This is an optimization exercise on Yosys and OpenROAD, whose aim is small area, a short achievable clock period and few clock cycles, not a production implementation.
Function was checked by simulation only, so behaviour that the tests miss may differ from the original.
Power figures rest on the tool's default switching activity, not on a simulated workload.

==> config.mk <==
export PLATFORM = sky130hd
export DESIGN_NAME = aabb_pair_collision_scanner
export DESIGN_NICKNAME = aabb_pair_collision_scanner
export VERILOG_FILES = /design/flow/design.v
export SDC_FILE = /design/flow/constraint.sdc
export NUM_CORES = 4
export LEC_CHECK = 0
export CAP_MARGIN = 20
export CORE_MARGIN = 2
export CORE_UTILIZATION = 40
export SLEW_MARGIN = 20
==> run.sh <==
#!/bin/bash
# synth_recipe.tcl (not shown) runs the flow's synth.tcl, then flattens the netlist and writes it again
# the make line also repeats each setting of config.mk as NAME=value (left out here)
make -C /OpenROAD-flow-scripts/flow DESIGN_CONFIG=/design/flow/config.mk WORK_HOME=/design/flow/orfs CLKGATE_MAP_FILE= SYNTH_SCRIPT=/design/flow/synth_recipe.tcl finish
==> design.v <==
package aabb_pkg;
	localparam int MAX_SLOTS  = 32;
	localparam int NUM_TYPES  = 11;
	localparam int IDX_W      = (MAX_SLOTS > 1) ? $clog2(MAX_SLOTS) : 1;
	localparam int SLOT_W     = 5;
	localparam int COORD_W    = 16;
	localparam int SIZE_W     = 12;
	localparam int CLASS_W    = 4;
	localparam int EDGE_W     = COORD_W + 1;
	localparam int RULE_LO_W  = 64;
	localparam int RULE_HI_W  = 57;
	localparam int RULE_W     = RULE_LO_W + RULE_HI_W;
	localparam int RULE_IDX_W = $clog2(RULE_W);
	localparam int PADDR_W    = 4;
	localparam int PDATA_W    = 64;
	typedef enum logic [1:0] {
		ACT_ADD    = 2'd0,
		ACT_REMOVE = 2'd1,
		ACT_MOVE   = 2'd2,
		ACT_SCAN   = 2'd3
	} action_t;
	typedef enum logic [1:0] {
		KIND_ACK   = 2'd0,
		KIND_EVENT = 2'd1,
		KIND_DONE  = 2'd2
	} kind_t;
	typedef enum logic [2:0] {
		EMIT_ACK   = 3'd0,
		EMIT_ADDED = 3'd1,
		EMIT_FULL  = 3'd2,
		EMIT_EV_A  = 3'd3,
		EMIT_EV_B  = 3'd4,
		EMIT_DONE  = 3'd5
	} emit_t;
	typedef struct packed {
		logic [COORD_W-1:0] left;
		logic [COORD_W-1:0] top;
		logic [SIZE_W-1:0]  width;
		logic [SIZE_W-1:0]  height;
	} rect_t;
	typedef struct packed {
		logic [CLASS_W-1:0] cls;
		logic               listens;
	} attr_t;
	typedef struct packed {
		logic  capture;
		logic  k_clear;
		logic  k_load_slot;
		logic  k_inc;
		logic  rd_slot;
		logic  load_base;
		logic  add_write;
		logic  move_write;
		logic  remove;
		logic  emit;
		emit_t emit_sel;
	} dp_cmd_t;
	typedef struct packed {
		logic [1:0] action;
		logic    slot_in_range;
		logic    slot_ok;
		logic    k_free;
		logic    k_last;
		logic    hit_a;
		logic    hit_b;
	} dp_status_t;
endpackage
import aabb_pkg::*;
module aabb_cfg (
	input  logic               clk,
	input  logic               arst_n,
	input  logic               psel,
	input  logic               penable,
	input  logic               pwrite,
	input  logic [PADDR_W-1:0] paddr,
	input  logic [PDATA_W-1:0] pwdata,
	output logic [PDATA_W-1:0] prdata,
	output logic [RULE_W-1:0]  rules
);
	logic [RULE_LO_W-1:0] rules_lo_q;
	logic [RULE_HI_W-1:0] rules_hi_q;
	logic                 wr_en;
	logic                 sel_hi;
	assign wr_en  = psel & penable & pwrite;
	assign sel_hi = paddr[3];
	always_ff @(posedge clk or negedge arst_n) begin
		if (!arst_n) begin
			rules_lo_q <= '0;
			rules_hi_q <= '0;
		end else if (wr_en) begin
			if (sel_hi) begin
				rules_hi_q <= pwdata[RULE_HI_W-1:0];
			end else begin
				rules_lo_q <= pwdata[RULE_LO_W-1:0];
			end
		end
	end
	assign prdata = sel_hi ? {{(PDATA_W-RULE_HI_W){1'b0}}, rules_hi_q} : rules_lo_q;
	assign rules  = {rules_hi_q, rules_lo_q};
endmodule
import aabb_pkg::*;
module aabb_ctrl (
	input  logic       clk,
	input  logic       arst_n,
	input  logic       cmd_valid,
	output logic       cmd_stall,
	output logic       res_valid,
	input  logic       res_stall,
	input  aabb_pkg::dp_status_t status,
	output aabb_pkg::dp_cmd_t    cmd
);
	typedef enum logic [6:0] {
		ST_IDLE      = 7'b0000001,
		ST_DECODE    = 7'b0000010,
		ST_ACK       = 7'b0000100,
		ST_ADD       = 7'b0001000,
		ST_SCAN_BASE = 7'b0010000,
		ST_SCAN      = 7'b0100000,
		ST_DONE      = 7'b1000000
	} state_t;
	state_t state_q, state_d;
	logic   res_valid_q;
	logic   sent_a_q, sent_a_d;
	logic   out_free;
	logic   advance;
	assign out_free  = ~res_valid_q | ~res_stall;
	assign cmd_stall = (state_q != ST_IDLE);
	assign res_valid = res_valid_q;
	always_comb begin
		state_d      = state_q;
		sent_a_d     = sent_a_q;
		advance      = 1'b0;
		cmd          = '0;
		cmd.emit_sel = EMIT_ACK;
		unique case (state_q)
			ST_IDLE: begin
				if (cmd_valid) begin
					cmd.capture = 1'b1;
					state_d     = ST_DECODE;
				end
			end
			ST_DECODE: begin
				unique case (status.action)
					ACT_ADD: begin
						cmd.k_clear = 1'b1;
						state_d     = ST_ADD;
					end
					ACT_REMOVE: begin
						cmd.remove = status.slot_in_range;
						state_d    = ST_ACK;
					end
					ACT_MOVE: begin
						cmd.move_write = status.slot_ok;
						state_d        = ST_ACK;
					end
					ACT_SCAN: begin
						if (status.slot_ok) begin
							cmd.rd_slot     = 1'b1;
							cmd.k_load_slot = 1'b1;
							state_d         = ST_SCAN_BASE;
						end else begin
							state_d = ST_DONE;
						end
					end
					default: begin
						state_d = ST_IDLE;
					end
				endcase
			end
			ST_ACK: begin
				if (out_free) begin
					cmd.emit     = 1'b1;
					cmd.emit_sel = EMIT_ACK;
					state_d      = ST_IDLE;
				end
			end
			ST_ADD: begin
				if (status.k_free) begin
					if (out_free) begin
						cmd.add_write = 1'b1;
						cmd.emit      = 1'b1;
						cmd.emit_sel  = EMIT_ADDED;
						state_d       = ST_IDLE;
					end
				end else if (status.k_last) begin
					if (out_free) begin
						cmd.emit     = 1'b1;
						cmd.emit_sel = EMIT_FULL;
						state_d      = ST_IDLE;
					end
				end else begin
					cmd.k_inc = 1'b1;
				end
			end
			ST_SCAN_BASE: begin
				cmd.load_base = 1'b1;
				sent_a_d      = 1'b0;
				if (status.k_last) begin
					state_d = ST_DONE;
				end else begin
					cmd.k_inc = 1'b1;
					state_d   = ST_SCAN;
				end
			end
			ST_SCAN: begin
				if (status.hit_a && !sent_a_q) begin
					if (out_free) begin
						cmd.emit     = 1'b1;
						cmd.emit_sel = EMIT_EV_A;
						if (status.hit_b) begin
							sent_a_d = 1'b1;
						end else begin
							advance = 1'b1;
						end
					end
				end else if (status.hit_b) begin
					if (out_free) begin
						cmd.emit     = 1'b1;
						cmd.emit_sel = EMIT_EV_B;
						advance      = 1'b1;
					end
				end else begin
					advance = 1'b1;
				end
				if (advance) begin
					sent_a_d = 1'b0;
					if (status.k_last) begin
						state_d = ST_DONE;
					end else begin
						cmd.k_inc = 1'b1;
					end
				end
			end
			ST_DONE: begin
				if (out_free) begin
					cmd.emit     = 1'b1;
					cmd.emit_sel = EMIT_DONE;
					state_d      = ST_IDLE;
				end
			end
			default: begin
				state_d = ST_IDLE;
			end
		endcase
	end
	always_ff @(posedge clk or negedge arst_n) begin
		if (!arst_n) begin
			state_q     <= ST_IDLE;
			sent_a_q    <= 1'b0;
			res_valid_q <= 1'b0;
		end else begin
			state_q     <= state_d;
			sent_a_q    <= sent_a_d;
			res_valid_q <= cmd.emit | (res_valid_q & res_stall);
		end
	end
endmodule
import aabb_pkg::*;
module aabb_dp (
	input  logic                      clk,
	input  logic                      arst_n,
	input  logic [1:0]                action,
	input  logic [SLOT_W-1:0]         slot,
	input  logic signed [COORD_W-1:0] pos_x,
	input  logic signed [COORD_W-1:0] pos_y,
	input  logic [SIZE_W-1:0]         size_w,
	input  logic [SIZE_W-1:0]         size_h,
	input  logic [CLASS_W-1:0]        obj_type,
	input  logic                      has_listener,
	input  logic [RULE_W-1:0]         rules,
	input  aabb_pkg::dp_cmd_t                 cmd,
	output aabb_pkg::dp_status_t               status,
	output logic [1:0]                kind,
	output logic [SLOT_W-1:0]         slot_a,
	output logic [SLOT_W-1:0]         slot_b,
	output logic                      table_full,
	output logic                      last
);
	function automatic logic rule_lookup(
		input logic [RULE_W-1:0]  r,
		input logic [CLASS_W-1:0] notified,
		input logic [CLASS_W-1:0] other
	);
		logic [RULE_IDX_W-1:0] bit_idx;
		logic                  in_matrix;
		bit_idx   = RULE_IDX_W'(notified) * RULE_IDX_W'(NUM_TYPES) + RULE_IDX_W'(other);
		in_matrix = (notified < CLASS_W'(NUM_TYPES)) && (other < CLASS_W'(NUM_TYPES));
		rule_lookup = in_matrix ? r[bit_idx] : 1'b0;
	endfunction
	logic [1:0]         action_q;
	logic [SLOT_W-1:0]  slot_q;
	aabb_pkg::rect_t              rect_in_q;
	aabb_pkg::attr_t              attr_in_q;
	logic [2*COORD_W+2*SIZE_W-1:0] rect_mem [MAX_SLOTS];
	logic [CLASS_W:0]   attr_mem [MAX_SLOTS];
	aabb_pkg::rect_t              rect_rd_q;
	aabb_pkg::attr_t              attr_rd_q;
	logic [MAX_SLOTS-1:0] valid_q;
	aabb_pkg::rect_t              base_rect_q;
	aabb_pkg::attr_t              base_attr_q;
	logic [IDX_W-1:0]   k_q;
	logic [IDX_W-1:0]   k_next;
	logic [IDX_W-1:0]   slot_idx;
	logic [IDX_W-1:0]   rd_idx;
	logic [IDX_W-1:0]   wr_idx;
	logic               rect_we;
	logic               attr_we;
	logic signed [EDGE_W-1:0] a_left, a_top, a_right, a_bottom;
	logic signed [EDGE_W-1:0] b_left, b_top, b_right, b_bottom;
	logic                     overlap;
	logic                     pair_live;
	aabb_pkg::kind_t              kind_q;
	logic [SLOT_W-1:0]  slot_a_q;
	logic [SLOT_W-1:0]  slot_b_q;
	logic               full_q;
	logic               last_q;
	always_ff @(posedge clk) begin
		if (cmd.capture) begin
			action_q  <= action;
			slot_q    <= slot;
			rect_in_q <= {pos_x, pos_y, size_w, size_h};
			attr_in_q <= {obj_type, has_listener};
		end
	end
	assign slot_idx = slot_q[IDX_W-1:0];
	assign k_next   = IDX_W'(k_q + 1'b1);
	always_ff @(posedge clk or negedge arst_n) begin
		if (!arst_n) begin
			k_q <= '0;
		end else if (cmd.k_clear) begin
			k_q <= '0;
		end else if (cmd.k_load_slot) begin
			k_q <= slot_idx;
		end else if (cmd.k_inc) begin
			k_q <= k_next;
		end
	end
	always_ff @(posedge clk or negedge arst_n) begin
		if (!arst_n) begin
			valid_q <= '0;
		end else begin
			if (cmd.add_write) begin
				valid_q[k_q] <= 1'b1;
			end
			if (cmd.remove) begin
				valid_q[slot_idx] <= 1'b0;
			end
		end
	end
	assign rd_idx  = cmd.k_inc ? k_next : (cmd.rd_slot ? slot_idx : k_q);
	assign wr_idx  = cmd.add_write ? k_q : slot_idx;
	assign rect_we = cmd.add_write | cmd.move_write;
	assign attr_we = cmd.add_write;
	always_ff @(posedge clk) begin
		if (rect_we) begin
			rect_mem[wr_idx] <= rect_in_q;
		end
		rect_rd_q <= rect_mem[rd_idx];
	end
	always_ff @(posedge clk) begin
		if (attr_we) begin
			attr_mem[wr_idx] <= attr_in_q;
		end
		attr_rd_q <= attr_mem[rd_idx];
	end
	always_ff @(posedge clk) begin
		if (cmd.load_base) begin
			base_rect_q <= rect_rd_q;
			base_attr_q <= attr_rd_q;
		end
	end
	always_comb begin
		a_left   = {base_rect_q.left[COORD_W-1], base_rect_q.left};
		a_top    = {base_rect_q.top[COORD_W-1], base_rect_q.top};
		a_right  = a_left + {{(EDGE_W-SIZE_W){1'b0}}, base_rect_q.width};
		a_bottom = a_top + {{(EDGE_W-SIZE_W){1'b0}}, base_rect_q.height};
		b_left   = {rect_rd_q.left[COORD_W-1], rect_rd_q.left};
		b_top    = {rect_rd_q.top[COORD_W-1], rect_rd_q.top};
		b_right  = b_left + {{(EDGE_W-SIZE_W){1'b0}}, rect_rd_q.width};
		b_bottom = b_top + {{(EDGE_W-SIZE_W){1'b0}}, rect_rd_q.height};
		overlap  = !((b_left > a_right) || (b_top > a_bottom) ||
			(a_left > b_right) || (a_top > b_bottom));
	end
	assign pair_live = valid_q[k_q] & overlap;
	always_comb begin
		status.action        = action_q;
		status.slot_in_range = ({1'b0, slot_q} < (SLOT_W+1)'(MAX_SLOTS));
		status.slot_ok       = status.slot_in_range & valid_q[slot_idx];
		status.k_free        = ~valid_q[k_q];
		status.k_last        = (k_q == IDX_W'(MAX_SLOTS - 1));
		status.hit_a         = pair_live & base_attr_q.listens &
			rule_lookup(rules, base_attr_q.cls, attr_rd_q.cls);
		status.hit_b         = pair_live & attr_rd_q.listens &
			rule_lookup(rules, attr_rd_q.cls, base_attr_q.cls);
	end
	always_ff @(posedge clk) begin
		if (cmd.emit) begin
			kind_q   <= KIND_ACK;
			slot_a_q <= '0;
			slot_b_q <= '0;
			full_q   <= 1'b0;
			last_q   <= 1'b1;
			unique case (cmd.emit_sel)
				EMIT_ACK: begin
				end
				EMIT_ADDED: begin
					slot_a_q <= SLOT_W'(k_q);
				end
				EMIT_FULL: begin
					full_q <= 1'b1;
				end
				EMIT_EV_A: begin
					kind_q   <= KIND_EVENT;
					slot_a_q <= SLOT_W'(slot_idx);
					slot_b_q <= SLOT_W'(k_q);
					last_q   <= 1'b0;
				end
				EMIT_EV_B: begin
					kind_q   <= KIND_EVENT;
					slot_a_q <= SLOT_W'(k_q);
					slot_b_q <= SLOT_W'(slot_idx);
					last_q   <= 1'b0;
				end
				EMIT_DONE: begin
					kind_q <= KIND_DONE;
				end
				default: begin
				end
			endcase
		end
	end
	assign kind       = kind_q;
	assign slot_a     = slot_a_q;
	assign slot_b     = slot_b_q;
	assign table_full = full_q;
	assign last       = last_q;
endmodule
import aabb_pkg::*;
module aabb_pair_collision_scanner (
	input  logic                      clk,
	input  logic                      arst_n,
	input  logic                      cmd_valid,
	output logic                      cmd_stall,
	input  logic [1:0]                action,
	input  logic [SLOT_W-1:0]         slot,
	input  logic signed [COORD_W-1:0] pos_x,
	input  logic signed [COORD_W-1:0] pos_y,
	input  logic [SIZE_W-1:0]         size_w,
	input  logic [SIZE_W-1:0]         size_h,
	input  logic [CLASS_W-1:0]        obj_type,
	input  logic                      has_listener,
	output logic                      res_valid,
	input  logic                      res_stall,
	output logic [1:0]                kind,
	output logic [SLOT_W-1:0]         slot_a,
	output logic [SLOT_W-1:0]         slot_b,
	output logic                      table_full,
	output logic                      last,
	input  logic                      psel,
	input  logic                      penable,
	input  logic                      pwrite,
	input  logic [PADDR_W-1:0]        paddr,
	input  logic [PDATA_W-1:0]        pwdata,
	output logic [PDATA_W-1:0]        prdata,
	output logic                      pready
);
	logic [RULE_W-1:0] rules;
	aabb_pkg::dp_cmd_t           dp_cmd;
	aabb_pkg::dp_status_t        dp_status;
	assign pready = 1'b1;
	aabb_cfg u_cfg (
		.clk     (clk),
		.arst_n  (arst_n),
		.psel    (psel),
		.penable (penable),
		.pwrite  (pwrite),
		.paddr   (paddr),
		.pwdata  (pwdata),
		.prdata  (prdata),
		.rules   (rules)
	);
	aabb_ctrl u_ctrl (
		.clk       (clk),
		.arst_n    (arst_n),
		.cmd_valid (cmd_valid),
		.cmd_stall (cmd_stall),
		.res_valid (res_valid),
		.res_stall (res_stall),
		.status    (dp_status),
		.cmd       (dp_cmd)
	);
	aabb_dp u_dp (
		.clk          (clk),
		.arst_n       (arst_n),
		.action       (action),
		.slot         (slot),
		.pos_x        (pos_x),
		.pos_y        (pos_y),
		.size_w       (size_w),
		.size_h       (size_h),
		.obj_type     (obj_type),
		.has_listener (has_listener),
		.rules        (rules),
		.cmd          (dp_cmd),
		.status       (dp_status),
		.kind         (kind),
		.slot_a       (slot_a),
		.slot_b       (slot_b),
		.table_full   (table_full),
		.last         (last)
	);
endmodule
==> constraint.sdc <==
create_clock -name core_clock -period 10.0 [get_ports {clk}]
set_input_delay 2.0000 -clock core_clock [delete_from_list [all_inputs] [get_ports {clk}]]
set_output_delay 2.0000 -clock core_clock [all_outputs]
set_load 0.01 [all_outputs]
==> run summary <==
[cell usage in the layout, fill, tap and decap left out, types with 14 or more instances in the layout]
| master | instances |
|---|---|
| clkbuf_8 | 23 |
| dfxtp_1 | 61 |
| nor2_4 | 39 |
| xnor2_1 | 45 |
| clkinv_2 | 49 |
| inv_1 | 92 |
| a211oi_1 | 740 |
| mux2_2 | 189 |
| clkbuf_16 | 237 |
| o21ai_1 | 178 |
| o21bai_1 | 16 |
| nand3_1 | 177 |
| a32oi_1 | 60 |
| nor2_1 | 77 |
| a31oi_1 | 77 |
| nand2b_1 | 14 |
| o22ai_1 | 15 |
| a21oi_1 | 182 |
| ha_1 | 156 |
| xor2_1 | 27 |
| clkbuf_1 | 55 |
| nor2b_1 | 20 |
| and2_1 | 14 |
| edfxtp_1 | 2095 |
| and3_1 | 734 |
| mux2i_1 | 90 |
| nor3_1 | 71 |
| a21o_1 | 21 |
| nand4_1 | 83 |
| mux4_2 | 71 |
| dfrtp_1 | 166 |
| clkinv_1 | 27 |
| nand2_1 | 447 |
| bufinv_16 | 26 |
| buf_4 | 144 |
| o21ai_0 | 235 |
| buf_12 | 37 |
| nor3_2 | 16 |
| clkdlybuf4s50_1 | 217 |
[worst min-delay path by stage]
stage	endpoint	depth (start not counted)	slack (ns)	from
3_5_place_dp	u_dp.base_rect_q[5]	0	0.43	u_dp.rect_rd_q[5]
2_1_floorplan	u_dp.base_rect_q[0]	0	0.41	u_dp.rect_rd_q[0]
5_1_grt	u_dp.base_rect_q[0]	0	0.47	u_dp.rect_rd_q[0]
6_report	u_dp.base_rect_q[0]	0	0.47	u_dp.rect_rd_q[0]
4_1_cts	u_dp.base_rect_q[0]	0	0.46	u_dp.rect_rd_q[0]
3_3_place_gp	u_dp.base_rect_q[5]	0	0.43	u_dp.rect_rd_q[5]
[synthesized netlist by cell type (16+ instances only)]
cell      instances  area [sq um]
a32oi_1          60           526
inv_1            93           349
a21oi_1         182           911
and3_1          734          4590
a211oi_1        740          5560
mux4_2           71          1600
and2_1           16           100
o21ai_0         236          1180
buf_2           189           946
mux2_2          189          2130
xor2_1           28           245
a31oi_1          78           488
nand3_1         177           886
clkbuf_1        280          1050
nor2_1          112           420
o21ai_1         178           891
nor2b_1          20           125
nand2_1         447          1680
xnor2_1          45           394
dfrtp_1         166          4150
nand4_1          83           519
dfxtp_1          61          1220
o21bai_1         16           120
a21o_1           21           158
mux2i_1          91           911
edfxtp_1       2095         62900
ha_1            159          1990
nor3_1           73           365
buf_4            19           143
[registers in the layout (all words and copies together) (netlist names), 2 cells and up]
signal and flops:
u_dp.action_q 2, u_dp.kind_q 2, u_dp.rect_mem 1792, u_dp.base_rect_q 56, u_dp.base_attr_q 5, u_dp.attr_mem 160
u_ctrl.state_q 7, u_dp.rect_in_q 56, u_cfg.rules_lo_q 64, u_dp.k_q 5, u_dp.slot_a_q 5, u_dp.slot_q 5
u_dp.attr_in_q 5, u_dp.valid_q 32, u_cfg.rules_hi_q 57, u_dp.attr_rd_q 5, u_dp.rect_rd_q 56, u_dp.slot_b_q 5
[layout make-up]
type                    instances  area share
repair buffers                412      0.0373
diodes                          4   0.0000887
clock buffers                 315      0.0572
clock inverters               133      0.0146
inverters                      93     0.00309
flip-flops and latches       2323       0.606
multi-input cells            3939       0.246
well taps                    3220      0.0357
[power breakdown]
group	total, mW	internal [mW]	switching (mW)
logic	7.09	2.73	4.36
registers	12.3	11.5	0.848
clock network	9.08	5.23	3.85
[cells by family after synthesis]
logic type	count (synthesis)
flops	2323
simple gates	1739
compound gates	1602
buf+inv	606
mux	354
fa+ha+maj	170
xor+xnor	73
other cells	1
[through the flow]
stage          power [mW]  worst slack [ns]  cells
3_3_place_gp         19.4              1.46   9975
5_1_grt              29.7             0.655  10400
3_5_place_dp         19.5              1.34   9975
2_1_floorplan        16.8              3.64   6868
4_1_cts              28.6              1.28  10400
6_report             28.5              1.15  10400
[routing by layer]
layer	wire length (um)	track usage	vias to the layer above
met5	43	0	-
met4	6960	0.0595	8
met3	20000	0.0324	362
met2	132000	0.349	2373
met1	121000	0.307	31500
li1	-	-	27300
==> qor.yml <==
run_status:
  status: "no timing/DRC/antenna violations"
global_route:
  grt_pass1_wl_mm: 407
  antenna_found_initial: 12
  grt_pass1_vias: 59800
  grt_overflow: 0
  grt_max_degree: 192
  grt.total_usage: 0.217
routing:
  drt.antenna.violating_nets: 0
  drc: 0
  drt-total-wl_mm: 279
  drt_pass1_iterations: 6
  viasPerCell: 5.90
  drt_iter0_markers: 6850
  routed-via-count: 61600
  wl_per_cell_um: 26.7
sta:
  hold_viol_final: 0
  tightest_slew_ns: 1.15
  period_needed_ns: 8.85
  fin_worst_skew_ns: 0.0869
  timing.fmax_mhz: 113
  relSlewSlack: 0.232
  holdWs_ns: 0.466
  fin_crit_sh: 0.885
  rsz0062_at_grt: "false"
  drv_slew: 0
  setup-violations-final: 0
  tns_ns: 0
worst_setup_path:
  required_ns: 10.80
  crit_path_end: "u_dp.rect_rd_q[12]"
  r2r_slack_ns: 1.15
  crit_path_max_incr_delay_ns: 0.95
  crit_fanout: 99
  crit_type: "register to register"
  timing.rr.end: "u_dp.rect_rd_q[12]"
  end_kind: "register"
  cp_num_cells: 30
  critPathMostFrequentCell: "a21oi_1"
  worstReg2RegStart: "u_dp.rect_rd_q[24]"
  critPathLaunchType: "register"
  crit_slowest_cell: "o311ai_1"
  critPathBufInv: 3
  r2r_cells: 30
  crit_arrival_ns: 9.65
  critPathTopFamily: "compound AO/OA/AOI/OAI gates"
  crit_path_start: "u_dp.rect_rd_q[24]"
clocking:
  clk_latency_ns: 0.91
  path_clk_slew_ns: 0.07
  cts.repair.resized: 0
  cts_hold_buf: 0
  clockRootBuffer: "clkbuf_16"
  cts_buffer_depth: 3
  htree_num_levels: 4
  cts_tree: "built"
  postCtsSetupBuffers: 0
  cts-buffers-inserted: 236
  clock_sinks: 2323
logic_synthesis:
  yosys_warnings: 3
  synthCells: 6868
  synth-xor-area-share: 0.00650
  synth_compound_area_frac: 0.108
  yosys.cell_types.count: 92
  synth_edf_count: 2095
  synth_top_family_by_area: "compound AO/OA/AOI/OAI gates"
  muxShareOfSynthArea: 0.0476
  synth_area_per_cell_sq_um: 14.3
  synth_adder_area_share: 0.0224
  ys_seq_area_frac: 0.694
  ys_ff_latch: 2323
  syn_nets: 7180
  yosys.area_share.simple: 0.0943
  syn-cell-area_sq_mm: 0.0984
  async_flop_share: 0.0719
  synthFlopType: "edfxtp_1"
floorplanning:
  core_area_sq_mm: 0.245
  die_area_sq_mm: 0.250
  ios: 224
  start_util: 0.401
  die_x_um: 500
  rows: 182
  die_y_um: 500
power:
  power.density_mw_per_mm2: 252
  irDropWorstVdd_v: 0.000312
  p_leak_nw: 39.8
place:
  gp_congestion: 0.850
  port_buffers: 219
  placed_area_sq_mm: 0.104
  hpwlAfterDp_mm: 154
layout:
  multi_input_area_sq_mm: 0.0278
  area_delta_synth_final_pct: 14.7
  fin_nets: 7317
  num-fill-cells: 21200
  final_area_sq_mm: 0.113
  drive_gt1_frac: 0.126
  ff_latch_area_sq_mm: 0.0683
  utilization: 0.460
job:
  cap_viol_max_count: 0
min_path:
  hp-class: "register to register"
Testbench counts, summed over its fixed seeds: cycles 79,844.

[static timing again, ports no longer ideal]
How much do the figures lean on ideal ports? The routed layout below was timed once more, with nothing changed but the port constraints.
Step 1 assumes that a clkbuf_16 drives the clock port and a buf_2 every other input.
Step 2 adds t to the input delays and takes it off the output delays; t is the mean of the earliest and latest rising clock arrival at the registers after step 1. Input paths then give back, and output paths get back, about the clock's delay inside the block.
Three values: ideal, step 1, step 2; two values: the first two.
t, ns: 0.961
slack for setup (ns): 1.147 / 1.147 / 1.147
worst data-port slew with drivers (ns): 0.13
After both steps this run still meets setup and hold. For this run, drivers alone change the setup slack by 0.000 ns; drivers and shift together by 0.000 ns.
